Source: an optimization exercise on an open RTL-to-GDS flow (aim: small area and a short achievable clock period). Production flows keep margins and buffers that such runs may drop.
No run shown here included a check of the RTL's function; only the layout flow was run.
Power figures rest on the tool's default switching activity, not on a simulated workload.

==> design/flow/design.v <==
`timescale 1ns/100ps
`default_nettype none
package rx_q_cfg_pkg;
    localparam int FLOW_CNT = 4;
    localparam int FLOW_ID_W = 2;
    localparam int RING_DEPTH = 8;
    localparam int RING_IDX_W = 3;
    localparam int ENTRY_W = 32;
endpackage
`default_nettype wire
`timescale 1ns/100ps
`default_nettype none
module flow_ring (
     input  logic                           clk
    ,input  logic                           reset
    ,input  logic                           push
    ,input  logic [rx_q_cfg_pkg::ENTRY_W-1:0]   push_data
    ,output logic                           full
    ,input  logic                           pop
    ,output logic [rx_q_cfg_pkg::ENTRY_W-1:0]   head_data
    ,output logic                           empty
);
    localparam int RING_DEPTH = rx_q_cfg_pkg::RING_DEPTH;
    localparam int RING_IDX_W = rx_q_cfg_pkg::RING_IDX_W;
    localparam int ENTRY_W    = rx_q_cfg_pkg::ENTRY_W;
    logic [ENTRY_W-1:0]     entries [RING_DEPTH];
    logic [RING_IDX_W-1:0]  head_idx;
    logic [RING_IDX_W-1:0]  tail_idx;
    logic                   full_reg;
    logic                   empty_reg;
    logic [RING_IDX_W-1:0]  head_nxt;
    logic [RING_IDX_W-1:0]  tail_nxt;
    assign head_nxt = head_idx + 1'b1;
    assign tail_nxt = tail_idx + 1'b1;
    assign full  = full_reg;
    assign empty = empty_reg;
    always_ff @(posedge clk) begin
        if (reset) begin
            head_idx  <= '0;
            tail_idx  <= '0;
            full_reg  <= 1'b0;
            empty_reg <= 1'b1;
        end
        else begin
            if (push) begin
                tail_idx <= tail_nxt;
            end
            if (pop) begin
                head_idx <= head_nxt;
            end
            if (push && !pop) begin
                empty_reg <= 1'b0;
                full_reg  <= (tail_nxt == head_idx);
            end
            else if (pop && !push) begin
                full_reg  <= 1'b0;
                empty_reg <= (head_nxt == tail_idx);
            end
        end
    end
    always_ff @(posedge clk) begin
        for (int e = 0; e < RING_DEPTH; e++) begin
            if (push && (tail_idx == RING_IDX_W'(e))) begin
                entries[e] <= push_data;
            end
        end
    end
    always_comb begin
        head_data = '0;
        for (int e = 0; e < RING_DEPTH; e++) begin
            head_data = head_data
                      | (entries[e] & {ENTRY_W{!empty_reg && (head_idx == RING_IDX_W'(e))}});
        end
    end
endmodule
`default_nettype wire
`timescale 1ns/100ps
`default_nettype none
module enqueue_steer (
     input  logic                                   enq_req_val
    ,input  logic [rx_q_cfg_pkg::FLOW_ID_W-1:0]         enq_req_flowid
    ,input  logic [rx_q_cfg_pkg::ENTRY_W-1:0]           enq_req_data
    ,output logic                                   enq_req_rdy
    ,input  logic [rx_q_cfg_pkg::FLOW_CNT-1:0]      full_vec
    ,output logic [rx_q_cfg_pkg::FLOW_CNT-1:0]      push_vec
    ,output logic [rx_q_cfg_pkg::ENTRY_W-1:0]           push_data
);
    localparam int FLOW_CNT   = rx_q_cfg_pkg::FLOW_CNT;
    localparam int FLOW_ID_W  = rx_q_cfg_pkg::FLOW_ID_W;
    assign push_data = enq_req_data;
    for (genvar i = 0; i < FLOW_CNT; i++) begin : g_ring
        assign push_vec[i] = enq_req_val && !full_vec[i]
                             && (enq_req_flowid == FLOW_ID_W'(i));
    end
    assign enq_req_rdy = ~full_vec[enq_req_flowid];
endmodule
`default_nettype wire
`timescale 1ns/100ps
`default_nettype none
module read_resp_stage (
     input  logic                                   clk
    ,input  logic                                   reset
    ,input  logic                                   rd_req_val
    ,input  logic [rx_q_cfg_pkg::FLOW_ID_W-1:0]         rd_req_flowid
    ,output logic                                   rd_req_rdy
    ,output logic                                   rd_resp_val
    ,output logic                                   rd_resp_is_empty
    ,output logic [rx_q_cfg_pkg::ENTRY_W-1:0]           rd_resp_entry
    ,input  logic                                   rd_resp_rdy
    ,input  logic [rx_q_cfg_pkg::FLOW_CNT-1:0]      empty_vec
    ,input  logic [rx_q_cfg_pkg::FLOW_CNT*rx_q_cfg_pkg::ENTRY_W-1:0] head_data_vec
    ,output logic [rx_q_cfg_pkg::FLOW_CNT-1:0]      pop_vec
);
    localparam int FLOW_CNT   = rx_q_cfg_pkg::FLOW_CNT;
    localparam int FLOW_ID_W  = rx_q_cfg_pkg::FLOW_ID_W;
    localparam int ENTRY_W    = rx_q_cfg_pkg::ENTRY_W;
    logic                   req_xfer;
    logic                   sel_empty;
    logic [ENTRY_W-1:0]     sel_data;
    logic                   resp_val_reg;
    logic                   resp_is_empty_reg;
    logic [ENTRY_W-1:0]     resp_entry_reg;
    for (genvar i = 0; i < FLOW_CNT; i++) begin : g_ring
        assign pop_vec[i] = req_xfer && (rd_req_flowid == FLOW_ID_W'(i))
                            && !empty_vec[i];
    end
    assign rd_req_rdy = ~resp_val_reg | rd_resp_rdy;
    assign req_xfer   = rd_req_val & rd_req_rdy;
    assign sel_empty = empty_vec[rd_req_flowid];
    always_comb begin
        sel_data = '0;
        for (int i = 0; i < FLOW_CNT; i++) begin
            sel_data = sel_data
                     | (head_data_vec[i*ENTRY_W +: ENTRY_W]
                        & {ENTRY_W{rd_req_flowid == FLOW_ID_W'(i)}});
        end
    end
    always_ff @(posedge clk) begin
        if (reset) begin
            resp_val_reg <= 1'b0;
        end
        else if (req_xfer) begin
            resp_val_reg <= 1'b1;
        end
        else if (rd_resp_rdy) begin
            resp_val_reg <= 1'b0;
        end
    end
    always_ff @(posedge clk) begin
        if (req_xfer) begin
            resp_is_empty_reg <= sel_empty;
            resp_entry_reg    <= sel_data;
        end
    end
    assign rd_resp_val      = resp_val_reg;
    assign rd_resp_is_empty = resp_is_empty_reg;
    assign rd_resp_entry    = resp_entry_reg;
endmodule
`default_nettype wire
`timescale 1ns/100ps
`default_nettype none
module rx_payload_q (
     input  logic                           clk
    ,input  logic                           reset
    ,input  logic                           enq_req_val
    ,input  logic [rx_q_cfg_pkg::FLOW_ID_W-1:0] enq_req_flowid
    ,input  logic [rx_q_cfg_pkg::ENTRY_W-1:0]   enq_req_data
    ,output logic                           enq_req_rdy
    ,input  logic                           rd_req_val
    ,input  logic [rx_q_cfg_pkg::FLOW_ID_W-1:0] rd_req_flowid
    ,output logic                           rd_req_rdy
    ,output logic                           rd_resp_val
    ,output logic                           rd_resp_is_empty
    ,output logic [rx_q_cfg_pkg::ENTRY_W-1:0]   rd_resp_entry
    ,input  logic                           rd_resp_rdy
);
    localparam int FLOW_CNT   = rx_q_cfg_pkg::FLOW_CNT;
    localparam int ENTRY_W    = rx_q_cfg_pkg::ENTRY_W;
    logic [FLOW_CNT-1:0]            push_vec;
    logic [ENTRY_W-1:0]             push_data;
    logic [FLOW_CNT-1:0]            full_vec;
    logic [FLOW_CNT-1:0]            pop_vec;
    logic [FLOW_CNT-1:0]            empty_vec;
    logic [FLOW_CNT*ENTRY_W-1:0]    head_data_vec;
    enqueue_steer u_enqueue_steer (
         .enq_req_val       (enq_req_val        )
        ,.enq_req_flowid    (enq_req_flowid     )
        ,.enq_req_data      (enq_req_data       )
        ,.enq_req_rdy       (enq_req_rdy        )
        ,.full_vec          (full_vec           )
        ,.push_vec          (push_vec           )
        ,.push_data         (push_data          )
    );
    for (genvar i = 0; i < FLOW_CNT; i++) begin : g_flow
        flow_ring u_flow_ring (
             .clk           (clk                )
            ,.reset         (reset              )
            ,.push          (push_vec[i]        )
            ,.push_data     (push_data          )
            ,.full          (full_vec[i]        )
            ,.pop           (pop_vec[i]         )
            ,.head_data     (head_data_vec[i*ENTRY_W +: ENTRY_W])
            ,.empty         (empty_vec[i]       )
        );
    end
    read_resp_stage u_read_resp_stage (
         .clk               (clk                )
        ,.reset             (reset              )
        ,.rd_req_val        (rd_req_val         )
        ,.rd_req_flowid     (rd_req_flowid      )
        ,.rd_req_rdy        (rd_req_rdy         )
        ,.rd_resp_val       (rd_resp_val        )
        ,.rd_resp_is_empty  (rd_resp_is_empty   )
        ,.rd_resp_entry     (rd_resp_entry      )
        ,.rd_resp_rdy       (rd_resp_rdy        )
        ,.empty_vec         (empty_vec          )
        ,.head_data_vec     (head_data_vec      )
        ,.pop_vec           (pop_vec            )
    );
endmodule
`default_nettype wire
==> design/flow/run.sh <==
#!/bin/bash
# synth_recipe.tcl (not shown) runs the flow's synth.tcl, then flattens the netlist and writes it again
# the make line also repeats each setting of config.mk as NAME=value (left out here)
make -C /OpenROAD-flow-scripts/flow DESIGN_CONFIG=/design/flow/config.mk WORK_HOME=/design/flow/orfs CLKGATE_MAP_FILE= SYNTH_SCRIPT=/design/flow/synth_recipe.tcl finish
==> design/flow/config.mk <==
export PLATFORM = sky130hd
export DESIGN_NAME = rx_payload_q
export DESIGN_NICKNAME = rx_payload_q
export VERILOG_FILES = /design/flow/design.v
export SDC_FILE = /design/flow/constraint.sdc
export NUM_CORES = 4
export LEC_CHECK = 0
export CAP_MARGIN = 20
export CORE_MARGIN = 2
export CORE_UTILIZATION = 40
export SLEW_MARGIN = 20
==> design/flow/constraint.sdc <==
create_clock -name core_clock -period 5.0 [get_ports {clk}]
set_input_delay 1.0000 -clock core_clock [delete_from_list [all_inputs] [get_ports {clk}]]
set_output_delay 1.0000 -clock core_clock [all_outputs]
set_load 0.01 [all_outputs]
==> metrics.md, run 1 <==
| Metric | Value |
|---|---|
| Post-synthesis cell area | 0.0413 mm2 |
| Initial antenna violation count | 4 |
| # port buffers | 76 |
| Pin count of the biggest net entering global routing | 62 |
| Fmax | 271 MHz |
| Yosys warns | 3 |
| Crit Path Class | input pin to primary output |
| Max reg flops | 1024 |
| Final HPWL DP | 68.7 mm |
| CP startpoint kind | input pin |
| Clock power share | 42.3% |
| RSZ-0062 raised after global routing | false |
| Number of synthesized register bits | 1090 |
| Antenna diode count | 0 |
| First-pass GRT wire length | 162 mm |
| Placeable Area | 0.102 mm2 |
| Congestion Overflow GR | 0 |
| XOR/XNOR Fraction of Synth Area | 0.594% |
| Outcome | timing/DRC/antenna clean |
| Required @ worst endpoint | 4.00 ns |
| Post-synthesis mux area share | 2.09% |
| Share of the synthesized area in the top cell type | 76.9% |
| Hold-fix buffers at CTS | 0 |
| Die area | 0.106 mm2 |
| CTS HTree Levels | 3 |
| Worst hold-check path type | flip-flop to flip-flop |
| DR pass1 iterations | 9 |
| Post-synthesis instance total | 2333 |
| CTS clk-pin slew, worst paths | 0.06 ns |
| CP max FO | 4 |
| Drt wl/cell | 28.5 um |
| Adder-Cell Fraction of Synth Area | 1.58% |
| Final setup margin | 1.31 ns |
| Total Power | 18.8 mW |
| Sw Pwr | 3.86 mW |
| Post-cts resize count | 0 |
| Cell taking the most area after synthesis | edfxtp_1 |
| Rows | 117 |
| CTS Root Cell | clkbuf_16 |
| Post-Synth Simple-Gate Area | 3.47% |
| WL final | 112 mm |
| Slew HR | 23.4% |
| Layout cells sized above 1 | 13.1% |
| DRT iter0 DRCs | 3371 |
| Fin util | 46.5% |
| Max-cap violations | 0 |
| Placement Cell Area | 0.0439 mm2 |
| Switching Share | 20.5% |
| Post-synth top cells | 1057 x edfxtp_1, 169 x a222oi_1, 100 x nand2_1 |
| Top Ports | 77 |
| Asr flop ratio synth | 0% |
| Tcrit/Tclk final | 73.8% |
| Clk buf depth | 3 |
| Slew Limit Fails | 0 |
| Clock skew | 0.0234 ns |
| Compound-Gate Fraction of Synth Area | 11.7% |
| CTS tree | yes |
| Total vias in the final route | 23676 |
| Setup TNS | 0 ns |
| Sequential area share after synthesis | 78.5% |
| Pwr dens | 397 mW/mm2 |
| Hold Vio Cnt, Final | 0 |
| Tmin final | 3.69 ns |
| Fin nets | 2559 |
| Largest family of logic cells by synthesized area | compound AO/OA/AOI/OAI gates |
| Antenna Nets Post-Route | 0 |
| Post-route cell area | 0.0474 mm2 |
| Setup-failing EPs final | 0 |
| Clock sinks | 1090 |
| Post-synth EDFFs | 1057 |
| Routability cong. | 0.853 |
| Mapped Nets | 2426 |
| Via density | 6.03 |
| Most frequent cell after synthesis | edfxtp_1 |
| Library cells used by synthesis | 60 |
| Global-route usage over all layers | 20.7% |
| Pleak | 15.3 nW |
| Vias in the first global route | 23363 |
| Drc violations | 0 |
| Kind of end point of the critical path | primary output |
| Die Span Y | 325 um |
| Initial Util | 40.5% |
| Worst EP arrival | 2.69 ns |
| Die X | 325 um |
| Flop pwr share | 54.0% |
| Worst slew pin tran | 1.12 ns |
| Number of CTS-inserted buffers | 109 |
| Pre-CTS worst setup slack | 1.19 ns |
| Skew-Pair Late Insertion Delay | 0.67 ns |
| Comb pwr share | 3.7% |
| Top FF cell, synth | edfxtp_1 |
| Peak supply drop | 0.287 mV |
| Mean post-synth cell area | 17.7 um2 |
| Area Overhead vs Synth | 14.9% |
| Setup Buffers After CTS | 0 |
| Synth area leaders | edfxtp_1 77%, a222oi_1 4.1%, dfxtp_1 1.6% |
| Pint | 15.0 mW |
==> path summary, 6_finish.rpt <==
| check | cells after the start | slack, ns | startpoint | end |
|---|---|---|---|---|
| worst min register to register | 2 | 0.51 | g_flow[3].u_flow_ring.full_reg$_SDFFE_PP0P_ | g_flow[3].u_flow_ring.full_reg$_SDFFE_PP0P_ |
| worst min-delay path | 2 | 0.51 | g_flow[3].u_flow_ring.full_reg$_SDFFE_PP0P_ | g_flow[3].u_flow_ring.full_reg$_SDFFE_PP0P_ |
| worst max register to register | 7 | 1.55 | g_flow[0].u_flow_ring.head_idx[2]$_SDFFE_PP0P_ | u_read_resp_stage.resp_entry_reg[7]$_DFFE_PP_ |
| worst max-delay path | 4 | 1.31 | enq_req_flowid[0] | enq_req_rdy |
==> final cells by class <==
| class | count | area (um2) |
|---|---|---|
| Inverter | 42 | 158 |
| Sequential cell | 1090 | 32400 |
| Tap cell | 1368 | 1710 |
| Multi-Input combinational cell | 1040 | 8100 |
| Clock inverter | 58 | 544 |
| Fill cell | 8609 | 54600 |
| Clock buffer | 143 | 2920 |
| Timing Repair Buffer | 183 | 1580 |
==> stage by stage <==
step | hold slack, ns | instances
floorplan | 0.442 | 2333
global placement | 0.516 | 3721
detailed placement | 0.495 | 3721
CTS | 0.507 | 3922
global route | 0.541 | 3924
finish | 0.511 | 3924
==> cell families after synthesis <==
family	after synthesis
compound gates	595
xor+xnor	28
fa+ha+maj	52
buf+inv	203
flops	1090
mux	79
simple gates	286
==> worst max-delay path, stage by stage <==
cell	delay [ns]
clkdlybuf4s50_1	0.56
mux4_2	0.53
inv_1	0.07
clkdlybuf4s50_1	0.53
==> cell usage in the layout, fill, tap and decap left out, types with 11 or more instances in the layout <==
cell type,instances
edfxtp_1,1057
nor4_1,19
a22oi_1,67
ha_1,40
clkdlybuf4s50_1,70
mux2i_1,45
nor2_1,71
a21oi_1,67
dfxtp_1,30
a221oi_1,75
mux2_2,26
inv_1,40
a211oi_1,17
o21ai_0,69
xnor2_1,15
a222oi_1,169
a22o_1,22
buf_4,103
bufinv_16,11
nand2_1,100
clkbuf_16,111
and3_2,17
clkinv_1,29
ha_2,12
a2111oi_0,23
a221o_1,38
and3_1,11
o221ai_1,15
xor2_1,13
clkbuf_1,30
clkinv_2,14
==> layer usage <==
metal / up-vias / global-route usage [%] / wire, um
li1: 10063 / - / -
met1: 12261 / 30.5 / 47800
met2: 1214 / 32.4 / 51800
met3: 138 / 3.26 / 9960
met4: 0 / 4.85 / 2210
met5: - / 0 / 0
==> power by group through the flow <==
stage	Clock, mW	Sequential, mW	Combinational (mW)
2_1_floorplan	0	10.3	0.271
3_3_place_gp	0	10.4	0.684
3_5_place_dp	0	10.4	0.702
4_1_cts	8.06	10.2	0.704
5_1_grt	8.43	10.2	0.744
6_report	7.97	10.2	0.697
==> inputs of run 2 (changes only) <==
--- a/design/flow/config.mk
+++ b/design/flow/config.mk
@@ -10,2 +10,3 @@
 export CORE_UTILIZATION = 40
+export SETUP_SLACK_MARGIN = 2.4
 export SLEW_MARGIN = 20
==> metrics.md, run 2 <==
| Metric | Value |
|---|---|
| Flop pwr share | 52.9% (was 54.0%) |
| Mean post-synth cell area | 17.7 um2 (unchanged) |
| CP max FO | 37 (was 4) |
| WL final | 122 mm (was 112 mm) |
| Skew-Pair Late Insertion Delay | 0.69 ns (was 0.67 ns) |
| Pleak | 15.6 nW (was 15.3 nW) |
| Outcome | timing/DRC/antenna clean (unchanged) |
| Fill count | 8537 (was 8609) |
| Clk buf depth | 3 (unchanged) |
| Die area | 0.106 mm2 (unchanged) |
| R2r setup slk | 2.22 ns (was 1.55 ns) |
| Clock skew | 0.0419 ns (was 0.0234 ns) |
| Pin count of the biggest net entering global routing | 53 (was 62) |
| Initial Util | 40.5% (unchanged) |
| Synth area leaders | edfxtp_1 77%, a222oi_1 4.1%, dfxtp_1 1.6% (unchanged) |
| Kind of end point of the critical path | flip-flop (was primary output) |
| CTS Root Cell | clkbuf_16 (unchanged) |
| Switching Share | 21.0% (was 20.5%) |
| Pwr dens | 397 mW/mm2 (about the same) |
| Pint | 15.2 mW (was 15.0 mW) |
| Total vias in the final route | 24332 (was 23676) |
| Number of synthesized register bits | 1090 (unchanged) |
| First-pass GRT wire length | 173 mm (was 162 mm) |
| Initial antenna violation count | 13 (was 4) |
| Clock power share | 43.1% (was 42.3%) |
| Layout cells sized above 1 | 17.3% (was 13.1%) |
| Cell taking the most area after synthesis | edfxtp_1 (unchanged) |
| Library cells used by synthesis | 60 (unchanged) |
| Routability cong. | 0.861 (was 0.853) |
| Peak supply drop | 0.276 mV (was 0.287 mV) |
| DR pass1 iterations | 8 (was 9) |
| # port buffers | 76 (unchanged) |
| Post-synthesis cell area | 0.0413 mm2 (unchanged) |
| Most common cell after layout, fill and taps aside | edfxtp_1 (unchanged) |
| Most frequent cell after synthesis | edfxtp_1 (unchanged) |
| Rows | 117 (unchanged) |
| Slew Limit Fails | 0 (unchanged) |
| Placeable Area | 0.102 mm2 (unchanged) |
| Final HPWL DP | 73.4 mm (was 68.7 mm) |
| Slowest cell on the critical path | nor4_4 (was clkdlybuf4s50_1) |
| Required @ worst endpoint | 5.40 ns (was 4.00 ns) |
| Worst EP arrival | 3.18 ns (was 2.69 ns) |
| Mapped Nets | 2426 (unchanged) |
| Drc violations | 0 (unchanged) |
| Crit Path Class | flip-flop to flip-flop (was input pin to primary output) |
| Fin nets | 2561 (was 2559) |
| Number of CTS-inserted buffers | 110 (was 109) |
| CP startpoint kind | flip-flop (was input pin) |
| Tcrit/Tclk final | 55.5% (was 73.8%) |
| Post-synth EDFFs | 1057 (unchanged) |
| Sw Pwr | 4.04 mW (was 3.86 mW) |
| Asr flop ratio synth | 0% (unchanged) |
| CTS tree | yes (unchanged) |
| CP max stage delay | 0.47 ns (was 0.56 ns) |
| Sequential area share after synthesis | 78.5% (unchanged) |
| Critical Path, Cell by Cell | inv_1, ha_4, buf_8, a222oi_1, mux2i_1, o21ai_0, nor4_4 (was clkdlybuf4s50_1, mux4_2, inv_1, clkdlybuf4s50_1) |
| Die Span Y | 325 um (unchanged) |
| Vias in the first global route | 23699 (was 23363) |
| CTS clk-pin slew, worst paths | 0.06 ns (about the same) |
| Yosys warns | 3 (unchanged) |
| Fin util | 47.5% (was 46.5%) |
| Via density | 6.19 (was 6.03) |
| Post-synthesis instance total | 2333 (unchanged) |
| Max-cap violations | 0 (unchanged) |
| Clock sinks | 1090 (unchanged) |
| Area Overhead vs Synth | 17.4% (was 14.9%) |
| Top Ports | 77 (unchanged) |
| Die X | 325 um (unchanged) |
| Share of the synthesized area in the top cell type | 76.9% (unchanged) |
| Tmin final | 2.78 ns (was 3.69 ns) |
| Hold-fix buffers at CTS | 0 (unchanged) |
| Setup TNS | 0 ns (unchanged) |
| Fmax | 360 MHz (was 271 MHz) |
| DRT iter0 DRCs | 3729 (was 3371) |
| RSZ-0062 raised after global routing | true (was false) |
| Antenna Nets Post-Route | 0 (unchanged) |
| Post-synth top cells | 1057 x edfxtp_1, 169 x a222oi_1, 100 x nand2_1 (unchanged) |
| Slew HR | 37.5% (was 23.4%) |
| Setup-failing EPs final | 0 (unchanged) |
| Most frequent cells in the layout | 1057 x edfxtp_1, 169 x a222oi_1, 113 x clkbuf_16 (was 1057 x edfxtp_1, 169 x a222oi_1, 111 x clkbuf_16) |
| Comb pwr share | 4.0% (was 3.7%) |
| CTS HTree Levels | 3 (unchanged) |
| Drt wl/cell | 31.1 um (was 28.5 um) |
| Worst slew pin tran | 0.938 ns (was 1.12 ns) |
| Global-route usage over all layers | 22.6% (was 20.7%) |
| Congestion Overflow GR | 0 (unchanged) |
| Worst hold-check path type | flip-flop to flip-flop (unchanged) |
| Hold Vio Cnt, Final | 0 (unchanged) |
| Max reg flops | 1024 (unchanged) |
| Top FF cell, synth | edfxtp_1 (unchanged) |
run 2: worst max-delay path: cells and delay by family, from the launching register on:
family | cells | cell delay [ns]
AO/OA/AOI/OAI | 2 | 0.46
buffers and inverters | 2 | 0.48
flip-flops | 1 | 0.36
adder cells (fa/ha/maj) | 1 | 0.34
multiplexers | 1 | 0.33
AND/OR/NAND/NOR | 1 | 0.47
run 2: final cells by class:
type / instances / area [um2] / share of cell area, %
Timing Repair Buffer: 182 / 1720 / 3.55
Tap cell: 1368 / 1710 / 3.53
Clock inverter: 64 / 726 / 1.50
Inverter: 42 / 163 / 0.336
Sequential cell: 1090 / 32400 / 66.9
Clock buffer: 140 / 2930 / 6.04
Multi-Input combinational cell: 1042 / 8790 / 18.1
Antenna cell: 2 / 5.00 / 0.0103
run 2: cell families (layout without fill, tap and decap cells):
logic type / Yosys count / count (layout) / synth area share (%)
and+or+nand+nor: 286 / 288 / 3.47
AOI/OAI and AO/OA: 595 / 595 / 11.7
other: 0 / 2 / 0
DFF: 1090 / 1090 / 78.5
muxes: 79 / 79 / 2.09
xor gates and xnor gates: 28 / 28 / 0.594
buffers and inverters: 203 / 428 / 2.05
adders and majority gates: 52 / 52 / 1.58
run 2: metal layers:
metal | share of wire [%] | global-route usage [%] | vias up
met5 | 0 | 0 | -
met4 | 3.2 | 7.07 | 0
met3 | 10 | 3.87 | 177
li1 | - | - | 10095
met1 | 40 | 31.9 | 12644
met2 | 47 | 35.9 | 1416
run 2: worst paths after layout:
kind	start	end	cells after the start
worst min register to register	u_read_resp_stage.resp_val_reg$_SDFFE_PP0P_	u_read_resp_stage.resp_val_reg$_SDFFE_PP0P_	2
worst max-delay path	g_flow[2].u_flow_ring.head_idx[1]$_SDFFE_PP0P_	u_read_resp_stage.resp_entry_reg[9]$_DFFE_PP_	7
worst max register to register	g_flow[2].u_flow_ring.head_idx[1]$_SDFFE_PP0P_	u_read_resp_stage.resp_entry_reg[9]$_DFFE_PP_	7
worst min-delay path	u_read_resp_stage.resp_val_reg$_SDFFE_PP0P_	u_read_resp_stage.resp_val_reg$_SDFFE_PP0P_	2
run 2: power by group through the flow:
stage / combinational, mW / clock, mW / sequential [mW]
finish: 0.770 / 8.30 / 10.2
global route: 0.808 / 8.72 / 10.2
CTS: 0.764 / 8.38 / 10.2
detailed placement: 0.743 / 0 / 10.4
global placement: 0.725 / 0 / 10.4
floorplan: 0.276 / 0 / 10.3
run 2: metrics by stage:
stage	area [um2]	setup slack, ns	cells	total power [mW]	hold slack, ns
after floorplan	41400	2.37	2333	10.6	0.453
after global placement	43900	0.879	3706	11.1	0.512
after detailed placement	43900	0.940	3706	11.1	0.532
after CTS	48300	2.25	3925	19.3	0.532
after global routing	48500	2.19	3928	19.7	0.566
final	48500	2.22	3930	19.2	0.533
run 2: repair_timing:
item	in CTS	in global routing
gates cloned	2	0
endpoints found under the setup margin	610	109
buffers inserted	13	3
pin swaps	16	6
gates resized for setup	188	44
==> inputs of run 3 (changes only) <==
--- a/design/flow/config.mk
+++ b/design/flow/config.mk
@@ -7,5 +7,6 @@
 export LEC_CHECK = 0
+export ABC_AREA = 1
 export CAP_MARGIN = 20
 export CORE_MARGIN = 2
-export CORE_UTILIZATION = 40
+export CORE_UTILIZATION = 65
 export SETUP_SLACK_MARGIN = 2.4
==> metrics.md, run 3 <==
| Metric | Value |
|---|---|
| DR pass1 iterations | 5 (was 8) |
| Die area | 0.0711 mm2 (was 0.106 mm2) |
| # port buffers | 76 (unchanged) |
| Required @ worst endpoint | 4.00 ns (was 5.40 ns) |
| Asr flop ratio synth | 0% (unchanged) |
| Antenna Nets Post-Route | 0 (unchanged) |
| Number of synthesized register bits | 1090 (unchanged) |
| First-pass GRT wire length | 176 mm (was 173 mm) |
| Placeable Area | 0.0685 mm2 (was 0.102 mm2) |
| Post-Place Cells | 4680 (was 3706) |
| Mapped Nets | 3920 (was 2426) |
| Yosys warns | 3 (unchanged) |
| Crit Path Class | input pin to primary output (was flip-flop to flip-flop) |
| Hold Path Depth | 2 (unchanged) |
| Drc violations | 0 (unchanged) |
| Top FF cell, synth | edfxtp_1 (unchanged) |
| Number of buffers and inverters on the critical path | 2 (unchanged) |
| Tmin final | 2.59 ns (was 2.78 ns) |
| Final HPWL DP | 68.3 mm (was 73.4 mm) |
| Final setup margin | 2.41 ns (was 2.22 ns) |
| Peak supply drop | 0.342 mV (was 0.276 mV) |
| Congestion Overflow GR | 0 (unchanged) |
| Die Span Y | 267 um (was 325 um) |
| Fmax | 386 MHz (was 360 MHz) |
| Clock sinks | 1090 (unchanged) |
| Pin count of the biggest net entering global routing | 97 (was 53) |
| Total vias in the final route | 30048 (was 24332) |
| Skew-Pair Late Insertion Delay | 0.67 ns (was 0.69 ns) |
| Area Overhead vs Synth | 14.0% (was 17.4%) |
| Synth area leaders | edfxtp_1 71%, nand3_1 6.5%, nand2_1 6.1% (was edfxtp_1 77%, a222oi_1 4.1%, dfxtp_1 1.6%) |
| Setup-failing EPs final | 0 (unchanged) |
| Hold-fix buffers at CTS | 0 (unchanged) |
| Slew HR | 24.4% (was 37.5%) |
| Max-cap violations | 0 (unchanged) |
| Worst hold-check path type | flip-flop to flip-flop (unchanged) |
| Slowest cell on the critical path | buf_2 (was nor4_4) |
| HP Start | u_read_resp_stage.resp_val_reg$_SDFFE_PP0P_ (unchanged) |
| Layout cells sized above 1 | 9.57% (was 17.3%) |
| Hold Vio Cnt, Final | 0 (unchanged) |
| Post-synthesis cell area | 0.0448 mm2 (was 0.0413 mm2) |
| Via density | 6.12 (was 6.19) |
| Worst-case reg-to-reg path depth | 14 (was 7) |
| Sequential area share after synthesis | 72.3% (was 78.5%) |
| Pre-CTS worst setup slack | 1.27 ns (was 0.940 ns) |
| WL final | 122 mm (about the same) |
| Post-synth EDFFs | 1057 (unchanged) |
| DRT iter0 DRCs | 4545 (was 3729) |
| R2r setup slk | 2.46 ns (was 2.22 ns) |
| Initial antenna violation count | 5 (was 13) |
| Rows | 96 (was 117) |
| Post-synth top cells | 1057 x edfxtp_1, 731 x nand2_1, 578 x nand3_1 (was 1057 x edfxtp_1, 169 x a222oi_1, 100 x nand2_1) |
| Setup TNS | 0 ns (unchanged) |
| CTS clk-pin slew, worst paths | 0.06 ns (about the same) |
| Global-route usage over all layers | 34.2% (was 22.6%) |
| Critical register-to-register path endpoint | u_read_resp_stage.resp_entry_reg[6]$_DFFE_PP_ (was u_read_resp_stage.resp_entry_reg[9]$_DFFE_PP_) |
| Die X | 267 um (was 325 um) |
| Most common cell after layout, fill and taps aside | edfxtp_1 (unchanged) |
| Drt wl/cell | 24.8 um (was 31.1 um) |
| Outcome | timing/DRC/antenna clean (unchanged) |
| CTS tree | yes (unchanged) |
| CP startpoint kind | input pin (was flip-flop) |
| Clock skew | 0.0234 ns (was 0.0419 ns) |
| Tcrit/Tclk final | 51.9% (was 55.5%) |
| CP delay by family, top | buffers and inverters (unchanged) |
| Post-synthesis instance total | 3827 (was 2333) |
| Kind of end point of the critical path | primary output (was flip-flop) |
| Slew Limit Fails | 0 (unchanged) |
| CP max FO | 3 (was 37) |
| CP max stage delay | 0.15 ns (was 0.47 ns) |
| Worst slew pin tran | 1.13 ns (was 0.938 ns) |
| Fin nets | 4030 (was 2561) |
| Worst Hold Path EP | u_read_resp_stage.resp_val_reg$_SDFFE_PP0P_ (unchanged) |
| Worst EP arrival | 1.59 ns (was 3.18 ns) |
| Clk buf depth | 3 (unchanged) |
| Number of CTS-inserted buffers | 107 (was 110) |
| CTS Root Cell | clkbuf_16 (unchanged) |
| Reg2Reg Launch Point | g_flow[3].u_flow_ring.head_idx[2]$_SDFFE_PP0P_ (was g_flow[2].u_flow_ring.head_idx[1]$_SDFFE_PP0P_) |
| Cell taking the most area after synthesis | edfxtp_1 (unchanged) |
| Max reg flops | 1024 (unchanged) |
| Vias in the first global route | 28239 (was 23699) |
| Most frequent cells in the layout | 1057 x edfxtp_1, 722 x nand2_1, 568 x nand3_1 (was 1057 x edfxtp_1, 169 x a222oi_1, 113 x clkbuf_16) |
| Top Ports | 77 (unchanged) |
| CTS HTree Levels | 3 (unchanged) |
| Mean post-synth cell area | 11.7 um2 (was 17.7 um2) |
| Routability cong. | 0.907 (was 0.861) |
| Initial Util | 65.5% (was 40.5%) |
| Critical Path, Cell by Cell | buf_12, nor2_4, nor2_2, o21ai_2, buf_2 (was inv_1, ha_4, buf_8, a222oi_1, mux2i_1, o21ai_0, nor4_4) |
| Non-Filler Instances | 4908 (was 3930) |
| Library cells used by synthesis | 32 (was 60) |
| Pleak | 19.5 nW (was 15.6 nW) |
| Share of the synthesized area in the top cell type | 70.8% (was 76.9%) |
| RSZ-0062 raised after global routing | true (unchanged) |
| Pwr dens | 367 mW/mm2 (was 397 mW/mm2) |
| Most frequent cell after synthesis | edfxtp_1 (unchanged) |
## run 3: kinds of logic after synthesis
logic type	synth area share, %
XOR/XNOR	0.137
buffers and inverters	5.15
flip-flops	72.3
AO/OA/AOI/OAI	1.98
AND/OR/NAND/NOR	19.0
adder cells (fa/ha/maj)	1.45
## run 3: cell type report
cell class,instances,area (um2)
sequential,1090,32400
antenna,1,2.50
clock inverter,56,534
inverter,362,1400
tap,882,1100
fill,4447,17400
timing repair buffer,197,1850
clock buffer,141,2830
multi-input combinational,2179,10900
## run 3: how the worst max path moves through the flow
stage,cells past startpoint,endpoint,slack (ns),startpoint
finish,5,enq_req_rdy,2.41,enq_req_flowid[0]
global route,5,g_flow[2].u_flow_ring.entries[7][28]$_DFFE_PP_,2.34,enq_req_val
floorplan,5,g_flow[0].u_flow_ring.entries[0][0]$_DFFE_PP_,2.35,enq_req_val
CTS,5,g_flow[1].u_flow_ring.entries[7][0]$_DFFE_PP_,2.17,enq_req_val
detailed placement,6,enq_req_rdy,1.27,enq_req_flowid[0]
global placement,6,enq_req_rdy,1.27,enq_req_flowid[0]
## run 3: stage by stage
stage	area [um2]	utilization, %	hold WS (ns)	power [mW]
after floorplan	45400	-	0.513	10.7
after global placement	47000	68.7	0.513	11.1
after global routing	51100	74.6	0.564	19.2
final	51100	74.6	0.533	18.7
after CTS	50700	74.1	0.534	18.8
after detailed placement	47000	68.7	0.524	11.1
## run 3: repair_timing
action,4_1_cts,5_1_grt
setup buffers,3,13
setup endpoints to repair,532,698
gates resized for setup,68,52
gates cloned,7,7
pin swaps,6,10
## run 3: metal layers
layer	global-route usage, %	share of wire, %
met1	50.5	39
met2	52.0	46
met3	5.87	12
met4	12.5	3.9
met5	0	0
## run 3: power breakdown
group	switching (mW)	total (mW)	leakage [nW]	internal [mW]
Combinational	0.615	0.795	8.01	0.180
Clock	3.29	7.77	1.64	4.48
Sequential	0.0556	10.2	9.83	10.1
## run 3: worst min-delay path, delay by kind of cell (launching register included)
family	cells	cell delay [ns]
AO/OA/AOI/OAI	1	0.06
flip-flops	1	0.33
AND/OR/NAND/NOR	1	0.09
==> inputs of run 4 (changes only) <==
--- a/design/flow/design.v
+++ b/design/flow/design.v
@@ -26,10 +26,10 @@
     logic [ENTRY_W-1:0]     entries [RING_DEPTH];
-    logic [RING_IDX_W-1:0]  head_idx;
-    logic [RING_IDX_W-1:0]  tail_idx;
+    logic [RING_DEPTH-1:0]  head_oh;
+    logic [RING_DEPTH-1:0]  tail_oh;
     logic                   full_reg;
     logic                   empty_reg;
-    logic [RING_IDX_W-1:0]  head_nxt;
-    logic [RING_IDX_W-1:0]  tail_nxt;
-    assign head_nxt = head_idx + 1'b1;
-    assign tail_nxt = tail_idx + 1'b1;
+    logic [RING_DEPTH-1:0]  head_oh_nxt;
+    logic [RING_DEPTH-1:0]  tail_oh_nxt;
+    assign head_oh_nxt = {head_oh[RING_DEPTH-2:0], head_oh[RING_DEPTH-1]};
+    assign tail_oh_nxt = {tail_oh[RING_DEPTH-2:0], tail_oh[RING_DEPTH-1]};
     assign full  = full_reg;
@@ -38,4 +38,4 @@
         if (reset) begin
-            head_idx  <= '0;
-            tail_idx  <= '0;
+            head_oh   <= RING_DEPTH'(1);
+            tail_oh   <= RING_DEPTH'(1);
             full_reg  <= 1'b0;
@@ -45,6 +45,6 @@
             if (push) begin
-                tail_idx <= tail_nxt;
+                tail_oh <= tail_oh_nxt;
             end
             if (pop) begin
-                head_idx <= head_nxt;
+                head_oh <= head_oh_nxt;
             end
@@ -52,3 +52,3 @@
                 empty_reg <= 1'b0;
-                full_reg  <= (tail_nxt == head_idx);
+                full_reg  <= |(tail_oh_nxt & head_oh);
             end
@@ -56,3 +56,3 @@
                 full_reg  <= 1'b0;
-                empty_reg <= (head_nxt == tail_idx);
+                empty_reg <= |(head_oh_nxt & tail_oh);
             end
@@ -62,3 +62,3 @@
         for (int e = 0; e < RING_DEPTH; e++) begin
-            if (push && (tail_idx == RING_IDX_W'(e))) begin
+            if (push && tail_oh[e]) begin
                 entries[e] <= push_data;
@@ -71,3 +71,3 @@
             head_data = head_data
-                      | (entries[e] & {ENTRY_W{!empty_reg && (head_idx == RING_IDX_W'(e))}});
+                      | (entries[e] & {ENTRY_W{!empty_reg && head_oh[e]}});
         end
--- a/design/flow/config.mk
+++ b/design/flow/config.mk
@@ -7,7 +7,6 @@
 export LEC_CHECK = 0
-export ABC_AREA = 1
 export CAP_MARGIN = 20
 export CORE_MARGIN = 2
-export CORE_UTILIZATION = 65
-export SETUP_SLACK_MARGIN = 2.4
+export CORE_UTILIZATION = 60
+export SETUP_SLACK_MARGIN = 2.5
 export SLEW_MARGIN = 20
==> metrics.md, run 4 <==
| Metric | Value |
|---|---|
| Most frequent cells in the layout | 1057 x edfxtp_1, 604 x a22oi_1, 132 x nand4_1 (was 1057 x edfxtp_1, 722 x nand2_1, 568 x nand3_1) |
| Outcome | timing/DRC/antenna clean (unchanged) |
| Die area | 0.0699 mm2 (was 0.0711 mm2) |
| Max reg flops | 1024 (unchanged) |
| Post-synth top cells | 1057 x edfxtp_1, 604 x a22oi_1, 143 x clkbuf_1 (was 1057 x edfxtp_1, 731 x nand2_1, 578 x nand3_1) |
| Antenna diode count | 0 (was 1) |
| Max-cap violations | 0 (unchanged) |
| Vias in the first global route | 21878 (was 28239) |
| Clock sinks | 1130 (was 1090) |
| Hold Vio Cnt, Final | 0 (unchanged) |
| Total Power | 18.9 mW (was 18.7 mW) |
| Pwr dens | 399 mW/mm2 (was 367 mW/mm2) |
| Compound-Gate Fraction of Synth Area | 12.0% (was 1.98%) |
| CP max stage delay | 0.29 ns (was 0.15 ns) |
| CTS clk-pin slew, worst paths | 0.06 ns (about the same) |
| Switching Share | 19.5% (was 21.2%) |
| Global-route usage over all layers | 29.0% (was 34.2%) |
| Asr flop ratio synth | 0% (unchanged) |
| Worst-case reg-to-reg path depth | 5 (was 14) |
| Library cells used by synthesis | 38 (was 32) |
| Required @ worst endpoint | 4.00 ns (about the same) |
| CTS HTree Levels | 3 (unchanged) |
| Hold Path Depth | 2 (unchanged) |
| Flop pwr share | 55.2% (was 54.3%) |
| Slew Limit Fails | 0 (unchanged) |
| Fin nets | 2532 (was 4030) |
| Mapped Nets | 2341 (was 3920) |
| Pleak | 14.9 nW (was 19.5 nW) |
| Tmin final | 2.61 ns (was 2.59 ns) |
| CTS Root Cell | clkbuf_16 (unchanged) |
| First-pass GRT wire length | 147 mm (was 176 mm) |
| Initial Util | 60.6% (was 65.5%) |
| Slowest cell on the critical path | dlygate4sd2_1 (was buf_2) |
| Die Span Y | 264 um (was 267 um) |
| CTS tree | yes (unchanged) |
| Worst hold-check path type | flip-flop to flip-flop (unchanged) |
| Crit Path Class | input pin to primary output (unchanged) |
| Clock power share | 42.4% (was 41.5%) |
| Mean post-synth cell area | 17.7 um2 (was 11.7 um2) |
| Synth area leaders | edfxtp_1 78%, a22oi_1 11%, dfxtp_1 3.6% (was edfxtp_1 71%, nand3_1 6.5%, nand2_1 6.1%) |
| Initial antenna violation count | 1 (was 5) |
| Sw Pwr | 3.69 mW (was 3.97 mW) |
| RSZ-0062 raised after global routing | true (unchanged) |
| # port buffers | 76 (unchanged) |
| Worst Hold Slack | 0.483 ns (was 0.533 ns) |
| Slew HR | 29.0% (was 24.4%) |
| WL final | 102 mm (was 122 mm) |
| Largest Register | g_flow.u_flow_ring.entries |
| Final setup margin | 2.39 ns (was 2.41 ns) |
| Congestion Overflow GR | 0 (unchanged) |
| Fmax | 383 MHz (was 386 MHz) |
| Top Ports | 77 (unchanged) |
| Most common cell after layout, fill and taps aside | edfxtp_1 (unchanged) |
| Worst slew pin tran | 1.06 ns (was 1.13 ns) |
| Via density | 6.64 (was 6.12) |
| Most frequent cell after synthesis | edfxtp_1 (unchanged) |
| Placeable Area | 0.0672 mm2 (was 0.0685 mm2) |
| Skew-Pair Late Insertion Delay | 0.65 ns (was 0.67 ns) |
| Die X | 264 um (was 267 um) |
| DRT iter0 DRCs | 2921 (was 4545) |
| Post-Synth Simple-Gate Area | 3.68% (was 19.0%) |
| Routability cong. | 0.828 (was 0.907) |
| Peak supply drop | 0.324 mV (was 0.342 mV) |
| Top FF cell, synth | edfxtp_1 (unchanged) |
| Most Frequent Cell on Critical Path | o21ai_1 |
| Share of the synthesized area in the top cell type | 78.0% (was 70.8%) |
| Post-synthesis cell area | 0.0407 mm2 (was 0.0448 mm2) |
| CP max FO | 5 (was 3) |
| Number of synthesized register bits | 1130 (was 1090) |
| Number of CTS-inserted buffers | 110 (was 107) |
| Rows | 95 (was 96) |
| Post-synth EDFFs | 1057 (unchanged) |
| Post-synthesis instance total | 2296 (was 3827) |
| Setup TNS | 0 ns (unchanged) |
| Pre-CTS worst setup slack | 1.33 ns (was 1.27 ns) |
| Largest family of logic cells by synthesized area | compound AO/OA/AOI/OAI gates (was simple AND/OR/NAND/NOR gates) |
| DR pass1 iterations | 5 (unchanged) |
| Sequential area share after synthesis | 81.6% (was 72.3%) |
| Kind of end point of the critical path | primary output (unchanged) |
| Reg2Reg Launch Point | g_flow[3].u_flow_ring.head_oh[7]$_SDFFE_PP0P_ (was g_flow[3].u_flow_ring.head_idx[2]$_SDFFE_PP0P_) |
| Layout cells sized above 1 | 14.8% (was 9.57%) |
| Pint | 15.2 mW (was 14.8 mW) |
| Hold-fix buffers at CTS | 0 (unchanged) |
| Tcrit/Tclk final | 52.2% (was 51.9%) |
| Clk buf depth | 3 (unchanged) |
| Post-synthesis mux area share | 0.744% (was 0%) |
| Critical register-to-register path endpoint | u_read_resp_stage.resp_entry_reg[10]$_DFFE_PP_ (was u_read_resp_stage.resp_entry_reg[6]$_DFFE_PP_) |
| XOR/XNOR Fraction of Synth Area | 0% (was 0.137%) |
| Worst EP arrival | 1.61 ns (was 1.59 ns) |
| Worst Hold Path EP | g_flow[2].u_flow_ring.full_reg$_SDFFE_PP0P_ (was u_read_resp_stage.resp_val_reg$_SDFFE_PP0P_) |
| Total vias in the final route | 22875 (was 30048) |
| Setup-failing EPs final | 0 (unchanged) |
| CP startpoint kind | input pin (unchanged) |
| Pin count of the biggest net entering global routing | 74 (was 97) |
| Comb pwr share | 2.4% (was 4.2%) |
| Area Overhead vs Synth | 16.5% (was 14.0%) |
| Fin util | 70.6% (was 74.6%) |
| Drc violations | 0 (unchanged) |
| Clock skew | 0.0189 ns (was 0.0234 ns) |
| Adder-Cell Fraction of Synth Area | 0.123% (was 1.45%) |
| Final HPWL DP | 55.3 mm (was 68.3 mm) |
| Drt wl/cell | 29.6 um (was 24.8 um) |
| Cell taking the most area after synthesis | edfxtp_1 (unchanged) |
| R2r setup slk | 2.73 ns (was 2.46 ns) |
| Yosys warns | 3 (unchanged) |
| HP Start | g_flow[2].u_flow_ring.full_reg$_SDFFE_PP0P_ (was u_read_resp_stage.resp_val_reg$_SDFFE_PP0P_) |
| Antenna Nets Post-Route | 0 (unchanged) |
| Critical Path, Cell by Cell | dlygate4sd2_1, o21ai_1, o21ai_1, buf_2 (was buf_12, nor2_4, nor2_2, o21ai_2, buf_2) |
==> run 4: changes by cell type after synthesis, sizes merged, moves of 41 or more <==
cell and delta:
ha -48, a22oi +603, o21ai -124, clkbuf +63, inv -328, nand2 -640
nor2 -387, nand4 -41, nand3 -573, buf -115
==> run 4: worst max-delay path, delay by kind of cell <==
family | cells | cell delay [ns]
AOI/OAI and AO/OA | 2 | 0.17
buffers and inverters | 2 | 0.43
==> run 4: per-stage QoR <==
| step | instance area (um2) | instances |
|---|---|---|
| after detailed placement | 42500 | 3145 |
| after CTS | 46800 | 3410 |
| after global routing | 47400 | 3445 |
| after global placement | 42500 | 3145 |
| after floorplan | 40800 | 2296 |
| final | 47400 | 3445 |
==> run 4: repair_timing <==
item                       4_1_cts  5_1_grt
pin swaps                        0        1
setup endpoints to repair     1070      627
gates cloned                    29        1
gates resized for setup         90       10
buffers inserted                39       34
==> run 4: cell type report <==
class	count	area, um2
fillers	4285	19800
repair buffers	205	2310
repair inverters	28	210
multi-input cells	977	6850
inverters	35	246
flip-flops and latches	1130	33200
well taps	873	1090
clock inverters	59	548
clock buffers	138	2930
==> run 4: routing by layer <==
| layer | up-vias | global-route usage, % | routed length, um |
|---|---|---|---|
| li1 | 9907 | - | - |
| met1 | 11758 | 41.3 | 40800 |
| met2 | 1075 | 47.7 | 51200 |
| met3 | 133 | 4.18 | 7680 |
| met4 | 2 | 8.17 | 2340 |
| met5 | - | 0 | 9 |
==> run 4: power by group through the flow <==
stage               clock, mW  combinational, mW  sequential (mW)
finish                   8.01              0.450             10.4
global route             8.49              0.480             10.4
CTS                      8.10              0.444             10.4
detailed placement          0              0.437             10.6
global placement            0              0.426             10.6
floorplan                   0              0.134             10.6
==> run 4: cells by family after synthesis <==
family / count (synthesis)
compound gates: 660
fa+ha+maj: 4
buf+inv: 191
flops: 1130
mux: 29
simple gates: 282
==> run 4: worst max path at each step <==
stage | end | from | cells after the start
4_1_cts | enq_req_rdy | enq_req_flowid[0] | 5
2_1_floorplan | g_flow[0].u_flow_ring.entries[0][0]$_DFFE_PP_ | enq_req_flowid[1] | 6
3_3_place_gp | g_flow[0].u_flow_ring.entries[2][10]$_DFFE_PP_ | enq_req_flowid[1] | 6
6_report | enq_req_rdy | enq_req_flowid[1] | 4
5_1_grt | enq_req_rdy | enq_req_flowid[1] | 4
3_5_place_dp | g_flow[0].u_flow_ring.entries[2][20]$_DFFE_PP_ | enq_req_flowid[1] | 6
==> inputs of run 5 (changes only) <==
--- a/design/flow/config.mk
+++ b/design/flow/config.mk
@@ -10,2 +10,4 @@
 export CORE_UTILIZATION = 60
+export CTS_BUF_LIST = sky130_fd_sc_hd__clkbuf_8
+export CTS_CLUSTER_SIZE = 24
 export SETUP_SLACK_MARGIN = 2.5
==> metrics.md, run 5 <==
| Metric | Value |
|---|---|
| Outcome | timing/DRC/antenna clean (unchanged) |
| Peak supply drop | 0.326 mV (was 0.324 mV) |
| Routability cong. | 0.828 (unchanged) |
| Kind of end point of the critical path | primary output (unchanged) |
| DRT iter0 DRCs | 2976 (was 2921) |
| Clock sinks | 1130 (unchanged) |
| Initial Util | 60.6% (unchanged) |
| Top Ports | 77 (unchanged) |
| Hold Vio Cnt, Final | 0 (unchanged) |
| Layout cells sized above 1 | 15.8% (was 14.8%) |
| Yosys warns | 3 (unchanged) |
| Number of buffers and inverters on the critical path | 2 (unchanged) |
| Hold-fix buffers at CTS | 0 (unchanged) |
| Slowest cell on the critical path | dlygate4sd2_1 (unchanged) |
| Worst EP arrival | 1.62 ns (was 1.61 ns) |
| Max-cap violations | 0 (unchanged) |
| Clk buf depth | 3 (unchanged) |
| Post-synthesis instance total | 2296 (unchanged) |
| Required @ worst endpoint | 4.00 ns (about the same) |
| CTS Root Cell | clkbuf_8 (was clkbuf_16) |
| Worst Hold Slack | 0.502 ns (was 0.483 ns) |
| Die area | 0.0699 mm2 (unchanged) |
| CP max stage delay | 0.30 ns (was 0.29 ns) |
| Most frequent cells in the layout | 1057 x edfxtp_1, 604 x a22oi_1, 180 x clkbuf_8 (was 1057 x edfxtp_1, 604 x a22oi_1, 132 x nand4_1) |
| Total vias in the final route | 23057 (was 22875) |
| Via density | 6.56 (was 6.64) |
| First-pass GRT wire length | 144 mm (was 147 mm) |
| Setup TNS | 0 ns (unchanged) |
| DR pass1 iterations | 6 (was 5) |
| CP startpoint kind | input pin (unchanged) |
| Clock skew | 0.0270 ns (was 0.0189 ns) |
| Asr flop ratio synth | 0% (unchanged) |
| Post-synth EDFFs | 1057 (unchanged) |
| Final HPWL DP | 55.3 mm (unchanged) |
| Die Span Y | 264 um (unchanged) |
| Number of synthesized register bits | 1130 (unchanged) |
| Setup-failing EPs final | 0 (unchanged) |
| Library cells used by synthesis | 38 (unchanged) |
| Worst slew pin tran | 1.07 ns (was 1.06 ns) |
| Most frequent cell after synthesis | edfxtp_1 (unchanged) |
| Tcrit/Tclk final | 52.4% (was 52.2%) |
| Skew-Pair Late Insertion Delay | 0.81 ns (was 0.65 ns) |
| Synth area leaders | edfxtp_1 78%, a22oi_1 11%, dfxtp_1 3.6% (unchanged) |
| Most Frequent Cell on Critical Path | o21ai_1 (unchanged) |
| WL final | 103 mm (was 102 mm) |
| Mapped Nets | 2341 (unchanged) |
| Global-route usage over all layers | 28.4% (was 29.0%) |
| Slew HR | 28.9% (was 29.0%) |
| Post-synth top cells | 1057 x edfxtp_1, 604 x a22oi_1, 143 x clkbuf_1 (unchanged) |
| Pin count of the biggest net entering global routing | 74 (unchanged) |
| Critical Path, Cell by Cell | dlygate4sd2_1, o21ai_1, o21ai_1, buf_2 (unchanged) |
| Mean post-synth cell area | 17.7 um2 (unchanged) |
| Share of the synthesized area in the top cell type | 78.0% (unchanged) |
| Pwr dens | 382 mW/mm2 (was 399 mW/mm2) |
| Sequential area share after synthesis | 81.6% (unchanged) |
| Cell taking the most area after synthesis | edfxtp_1 (unchanged) |
| Drc violations | 0 (unchanged) |
| Congestion Overflow GR | 0 (unchanged) |
| Pleak | 14.6 nW (was 14.9 nW) |
| RSZ-0062 raised after global routing | true (unchanged) |
| Crit Path Class | input pin to primary output (unchanged) |
| Largest Register | g_flow.u_flow_ring.entries (unchanged) |
| Drt wl/cell | 29.4 um (was 29.6 um) |
| Worst hold-check path type | flip-flop to flip-flop (unchanged) |
| Area Overhead vs Synth | 13.7% (was 16.5%) |
| Number of CTS-inserted buffers | 173 (was 110) |
| Antenna Nets Post-Route | 0 (unchanged) |
| Vias in the first global route | 21940 (was 21878) |
| CTS clk-pin slew, worst paths | 0.07 ns (was 0.06 ns) |
| Most common cell after layout, fill and taps aside | edfxtp_1 (unchanged) |
| Max reg flops | 1024 (unchanged) |
| Placeable Area | 0.0672 mm2 (unchanged) |
| Rows | 95 (unchanged) |
| Post-synthesis cell area | 0.0407 mm2 (unchanged) |
| Die X | 264 um (unchanged) |
| CP delay by family, top | buffers and inverters (unchanged) |
| CTS tree | yes (unchanged) |
| Tmin final | 2.62 ns (was 2.61 ns) |
| # port buffers | 76 (unchanged) |
| Fmax | 382 MHz (was 383 MHz) |
| Initial antenna violation count | 3 (was 1) |
| CP max FO | 5 (unchanged) |
| Slew Limit Fails | 0 (unchanged) |
| Top FF cell, synth | edfxtp_1 (unchanged) |
| CTS HTree Levels | 4 (was 3) |
| Fin nets | 2560 (was 2532) |
run 5: cell counts after synthesis:
Identical to the previous run, type by type.
run 5: area by class of cell:
| cell class | count | area [um2] |
|---|---|---|
| Inverter | 35 | 246 |
| Timing Repair Buffer | 173 | 1660 |
| Clock inverter | 121 | 552 |
| Multi-Input combinational cell | 976 | 6820 |
| Antenna cell | 1 | 2.50 |
| Tap cell | 873 | 1090 |
| Clock buffer | 180 | 2480 |
| Timing Repair inverter | 26 | 195 |
| Fill cell | 4496 | 20900 |
| Sequential cell | 1130 | 33200 |
run 5: cells by family after synthesis:
group	synth area share, %
AND/OR/NAND/NOR	3.68
AO/OA/AOI/OAI	12.0
flip-flops	81.6
buffers and inverters	1.82
multiplexers	0.744
adder cells (fa/ha/maj)	0.123
run 5: through the flow:
step	setup WS, ns	area [um2]	util [%]	total power [mW]	cells
final	2.38	46300	68.9	17.7	3515
after CTS	2.32	45600	68.0	17.7	3466
after global routing	2.35	46300	68.9	18.2	3515
after global placement	1.37	42500	63.3	11.1	3145
after floorplan	2.50	40800	-	10.8	2296
after detailed placement	1.33	42500	63.3	11.1	3145
run 5: path summary, 6_finish.rpt:
path,endpoint,slack [ns],from,cells after the start
worst max register to register,u_read_resp_stage.resp_entry_reg[10]$_DFFE_PP_,2.70,g_flow[3].u_flow_ring.head_oh[7]$_SDFFE_PP0P_,5
worst max-delay path,enq_req_rdy,2.38,enq_req_flowid[1],4
worst min register to register,g_flow[2].u_flow_ring.full_reg$_SDFFE_PP0P_,0.50,g_flow[2].u_flow_ring.full_reg$_SDFFE_PP0P_,2
worst min-delay path,g_flow[2].u_flow_ring.full_reg$_SDFFE_PP0P_,0.50,g_flow[2].u_flow_ring.full_reg$_SDFFE_PP0P_,2
run 5: worst reg2reg max path: stages (launching register included):
cell	delay (ns)
dfxtp_1	0.64
buf_4	0.40
a22oi_1	0.25
nand4_1	0.25
a22oi_1	0.34
nand2_1	0.13
run 5: power breakdown:
part / switching [mW] / internal (mW) / leakage, nW
logic: 0.327 / 0.118 / 2.72
clock network: 3.40 / 3.37 / 1.79
registers: 0.0289 / 10.4 / 10.1
run 5: metal layers:
metal / GRT usage (%) / share of wire, % / up-vias / routed length (um)
met2: 45.7 / 51 / 1070 / 52200
met1: 41.2 / 40 / 11871 / 41400
met3: 4.64 / 7.3 / 137 / 7550
met4: 7.75 / 2.0 / 4 / 2020
met5: 0 / 0.022 / - / 23
li1: - / - / 9975 / -
run 5: timing repair:
item / in CTS / in global routing
pin swaps: 0 / 1
resized for setup: 134 / 23
gates cloned: 13 / 14
endpoints found under the setup margin: 966 / 760
setup buffers: 7 / 34
==> inputs of run 6 (changes only) <==
--- a/design/flow/config.mk
+++ b/design/flow/config.mk
@@ -10,4 +10,5 @@
 export CORE_UTILIZATION = 60
-export CTS_BUF_LIST = sky130_fd_sc_hd__clkbuf_8
-export CTS_CLUSTER_SIZE = 24
+export CTS_BUF_LIST = sky130_fd_sc_hd__clkbuf_16
+export CTS_CLUSTER_DIAMETER = 100
+export CTS_CLUSTER_SIZE = 30
 export SETUP_SLACK_MARGIN = 2.5
==> metrics.md, run 6 <==
| Metric | Value |
|---|---|
| DR pass1 iterations | 5 (was 6) |
| CP delay by family, top | buffers and inverters (unchanged) |
| Fin util | 67.4% (was 68.9%) |
| Pleak | 14.0 nW (was 14.6 nW) |
| Fin nets | 2484 (was 2560) |
| Final setup margin | 2.45 ns (was 2.38 ns) |
| Routability cong. | 0.828 (unchanged) |
| Sw Pwr | 3.03 mW (was 3.75 mW) |
| Drc violations | 0 (unchanged) |
| Top FF cell, synth | edfxtp_1 (unchanged) |
| Asr flop ratio synth | 0% (unchanged) |
| Tcrit/Tclk final | 51.0% (was 52.4%) |
| Non-Filler Instances | 3329 (was 3515) |
| CP Depth | 5 (was 4) |
| Most Frequent Cell on Critical Path | o21ai_1 (unchanged) |
| Cell taking the most area after synthesis | edfxtp_1 (unchanged) |
| Worst Hold Path EP | g_flow[2].u_flow_ring.full_reg$_SDFFE_PP0P_ (unchanged) |
| Total vias in the final route | 22434 (was 23057) |
| Worst-case reg-to-reg path depth | 5 (unchanged) |
| DRT iter0 DRCs | 3215 (was 2976) |
| R2r setup slk | 2.72 ns (was 2.70 ns) |
| Crit Path Class | input pin to primary output (unchanged) |
| Outcome | timing/DRC/antenna clean (unchanged) |
| HP Start | g_flow[2].u_flow_ring.full_reg$_SDFFE_PP0P_ (unchanged) |
| Setup-failing EPs final | 0 (unchanged) |
| Flop pwr share | 68.6% (was 59.1%) |
| Skew-Pair Late Insertion Delay | 0.63 ns (was 0.81 ns) |
| Clk buf depth | 3 (unchanged) |
| Number of synthesized register bits | 1130 (unchanged) |
| First-pass GRT wire length | 147 mm (was 144 mm) |
| Synth area leaders | edfxtp_1 78%, a22oi_1 11%, dfxtp_1 3.6% (unchanged) |
| Worst Hold Slack | 0.503 ns (was 0.502 ns) |
| Post-Place Cells | 3145 (unchanged) |
| Worst slew pin tran | 1.05 ns (was 1.07 ns) |
| Pwr dens | 336 mW/mm2 (was 382 mW/mm2) |
| Initial antenna violation count | 1 (was 3) |
| Most common cell after layout, fill and taps aside | edfxtp_1 (unchanged) |
| Vias in the first global route | 21319 (was 21940) |
| # port buffers | 76 (unchanged) |
| Slew HR | 30.0% (was 28.9%) |
| Global-route usage over all layers | 29.1% (was 28.4%) |
| Via density | 6.74 (was 6.56) |
| Antenna diode count | 0 (was 1) |
| CP max FO | 5 (unchanged) |
| WL final | 102 mm (was 103 mm) |
| Mapped Nets | 2341 (unchanged) |
| Rows | 95 (unchanged) |
| Number of CTS-inserted buffers | 43 (was 173) |
| Initial Util | 60.6% (unchanged) |
| Hold Vio Cnt, Final | 0 (unchanged) |
| RSZ-0062 raised after global routing | true (unchanged) |
| CTS tree | yes (unchanged) |
| Final HPWL DP | 55.3 mm (unchanged) |
| Post-synth top cells | 1057 x edfxtp_1, 604 x a22oi_1, 143 x clkbuf_1 (unchanged) |
| Critical register-to-register path endpoint | u_read_resp_stage.resp_entry_reg[31]$_DFFE_PP_ (was u_read_resp_stage.resp_entry_reg[10]$_DFFE_PP_) |
| Max-cap violations | 0 (unchanged) |
| CP startpoint kind | input pin (unchanged) |
| Post-synth EDFFs | 1057 (unchanged) |
| Clock sinks | 1130 (unchanged) |
| Share of the synthesized area in the top cell type | 78.0% (unchanged) |
| Critical Path, Cell by Cell | buf_8, nor2b_4, o21ai_1, o21ai_1, buf_2 (was dlygate4sd2_1, o21ai_1, o21ai_1, buf_2) |
| Fmax | 392 MHz (was 382 MHz) |
| Area Overhead vs Synth | 11.3% (was 13.7%) |
| Layout cells sized above 1 | 12.6% (was 15.8%) |
| Post-route cell area | 0.0453 mm2 (was 0.0463 mm2) |
| Comb pwr share | 3.0% (was 2.5%) |
| Number of buffers and inverters on the critical path | 2 (unchanged) |
| Setup TNS | 0 ns (unchanged) |
| Most frequent cell after synthesis | edfxtp_1 (unchanged) |
| Drt wl/cell | 30.6 um (was 29.4 um) |
| Post-synthesis cell area | 0.0407 mm2 (unchanged) |
| Top Ports | 77 (unchanged) |
| Die Span Y | 264 um (unchanged) |
| Pre-CTS worst setup slack | 1.33 ns (unchanged) |
| Kind of end point of the critical path | primary output (unchanged) |
| CTS Root Cell | clkbuf_16 (was clkbuf_8) |
| Clock power share | 28.4% (was 38.4%) |
| Slew Limit Fails | 0 (unchanged) |
| Worst hold-check path type | flip-flop to flip-flop (unchanged) |
| Mean post-synth cell area | 17.7 um2 (unchanged) |
| Congestion Overflow GR | 0 (unchanged) |
| Die area | 0.0699 mm2 (unchanged) |
| Pin count of the biggest net entering global routing | 74 (unchanged) |
| Die X | 264 um (unchanged) |
| Sequential area share after synthesis | 81.6% (unchanged) |
| Most frequent cells in the layout | 1057 x edfxtp_1, 604 x a22oi_1, 132 x nand4_1 (was 1057 x edfxtp_1, 604 x a22oi_1, 180 x clkbuf_8) |
| Clock skew | 0.0266 ns (was 0.0270 ns) |
| Post-synthesis instance total | 2296 (unchanged) |
| Max reg flops | 1024 (unchanged) |
| CTS clk-pin slew, worst paths | 0.10 ns (was 0.07 ns) |
| CP max stage delay | 0.14 ns (was 0.30 ns) |
| Pint | 12.2 mW (was 13.9 mW) |
| Tmin final | 2.55 ns (was 2.62 ns) |
| CTS HTree Levels | 2 (was 4) |
| Slowest cell on the critical path | buf_2 (was dlygate4sd2_1) |
| Placement Cell Area | 0.0425 mm2 (unchanged) |
| Worst EP arrival | 1.55 ns (was 1.62 ns) |
| Total Power | 15.2 mW (was 17.7 mW) |
| Library cells used by synthesis | 38 (unchanged) |
| Hold Path Depth | 2 (unchanged) |
| Reg2Reg Launch Point | g_flow[3].u_flow_ring.head_oh[7]$_SDFFE_PP0P_ (unchanged) |
| Largest Register | g_flow.u_flow_ring.entries (unchanged) |
| Antenna Nets Post-Route | 0 (unchanged) |
| Hold-fix buffers at CTS | 0 (unchanged) |
| Required @ worst endpoint | 4.00 ns (about the same) |
| Switching Share | 19.9% (was 21.3%) |
| Peak supply drop | 0.450 mV (was 0.326 mV) |
| Fill count | 4522 (was 4496) |
| Placeable Area | 0.0672 mm2 (unchanged) |
| Yosys warns | 3 (unchanged) |
==> run 6: cell counts after synthesis <==
Identical to the previous run, type by type.
==> run 6: kinds of logic (layout without fill, tap and decap cells) <==
| logic type | after synthesis | after routing | synth area share, % |
|---|---|---|---|
| AOI/OAI and AO/OA | 660 | 660 | 12.0 |
| adders and majority gates | 4 | 4 | 0.123 |
| buffers and inverters | 191 | 349 | 1.82 |
| DFF | 1130 | 1130 | 81.6 |
| muxes | 29 | 29 | 0.744 |
| and+or+nand+nor | 282 | 284 | 3.68 |
==> run 6: what timing repair did <==
action | in CTS | in global routing
pin swaps | 0 | 2
setup buffers | 72 | 20
endpoints found under the setup margin | 1072 | 612
resized for setup | 91 | 23
cloned | 30 | 0
==> run 6: power by group through the flow <==
stage | logic (mW) | clock network, mW | registers [mW]
global placement | 0.426 | 0 | 10.6
CTS | 0.450 | 4.36 | 10.4
finish | 0.455 | 4.32 | 10.4
global route | 0.485 | 4.68 | 10.4
detailed placement | 0.437 | 0 | 10.6
floorplan | 0.134 | 0 | 10.6
==> run 6: tightest hold or removal path: stages (launching register included) <==
cell and delay, ns:
dfxtp_1 0.34, nand2_1 0.07, a21oi_1 0.06
==> run 6: cell type report <==
cell class	instances	area, um2	area share (%)
Sequential cell	1130	33200	73.3
Multi-Input combinational cell	977	6870	15.2
Timing Repair Buffer	224	2460	5.44
Clock buffer	45	1130	2.49
Tap cell	873	1090	2.41
Inverter	35	246	0.544
Timing Repair inverter	28	210	0.464
Clock inverter	17	70.1	0.155
==> run 6: worst max path at each step <==
stage,slack [ns],end,start
after floorplan,2.50,g_flow[0].u_flow_ring.entries[0][0]$_DFFE_PP_,enq_req_flowid[1]
after global placement,1.37,g_flow[0].u_flow_ring.entries[2][10]$_DFFE_PP_,enq_req_flowid[1]
after detailed placement,1.33,g_flow[0].u_flow_ring.entries[2][20]$_DFFE_PP_,enq_req_flowid[1]
after CTS,2.37,enq_req_rdy,enq_req_flowid[0]
after global routing,2.44,enq_req_rdy,g_flow[0].u_flow_ring.full_reg$_SDFFE_PP0P_
final,2.45,enq_req_rdy,enq_req_flowid[0]
==> run 6: per-layer routing <==
metal  vias up  wire length [um]  GRT usage, %
met1     11643             40900          42.1
met3       111              7210          2.45
met4         2              2370          6.77
li1       9724                 -             -
met2       954             51500          49.1
met5         -                 9             0

-- port drivers added, routing unchanged --
The results above use ideal ports. As a check the final layouts listed here were re-extracted and re-timed, cells and wires unchanged.
Step 1 sets driving cells, clkbuf_16 on the clock port and buf_2 on the other inputs (assumed; they add their load-dependent delay and slew).
Step 2, shift: input delay + t, output delay - t, t = (earliest + latest rising clock arrival at the registers) / 2. This alone moves slack from input paths to output paths.
Slacks: ideal / step 1 / step 2; pairs: ideal / step 1.
run	t, ns	slack for setup (ns)	worst hold slack (ns)	worst setup path after step 2	latest minus earliest clock arrival (ns)
run 1	0.733	1.308 / 1.285 / 1.067	0.511 / 0.511 / 0.511	input to register	0.025 / 0.024
run 2	0.740	2.224 / 2.212 / 1.767	0.533 / 0.533 / 0.533	input to register	0.044 / 0.044
run 3	0.730	2.406 / 2.358 / 1.756	0.533 / 0.533 / 0.533	input to register	0.026 / 0.025
run 4	0.710	2.390 / 2.352 / 1.863	0.483 / 0.483 / 0.483	input to register	0.025 / 0.025
run 5	0.869	2.380 / 2.353 / 1.709	0.502 / 0.502 / 0.502	input to register	0.041 / 0.041
run 6	0.689	2.452 / 2.409 / 1.933	0.503 / 0.503 / 0.503	input to register	0.028 / 0.028
After both steps setup and hold are still met in every run listed. The setup slack of run 5, which loses most, moves by -0.027 ns with the drivers and by -0.671 ns with both steps.
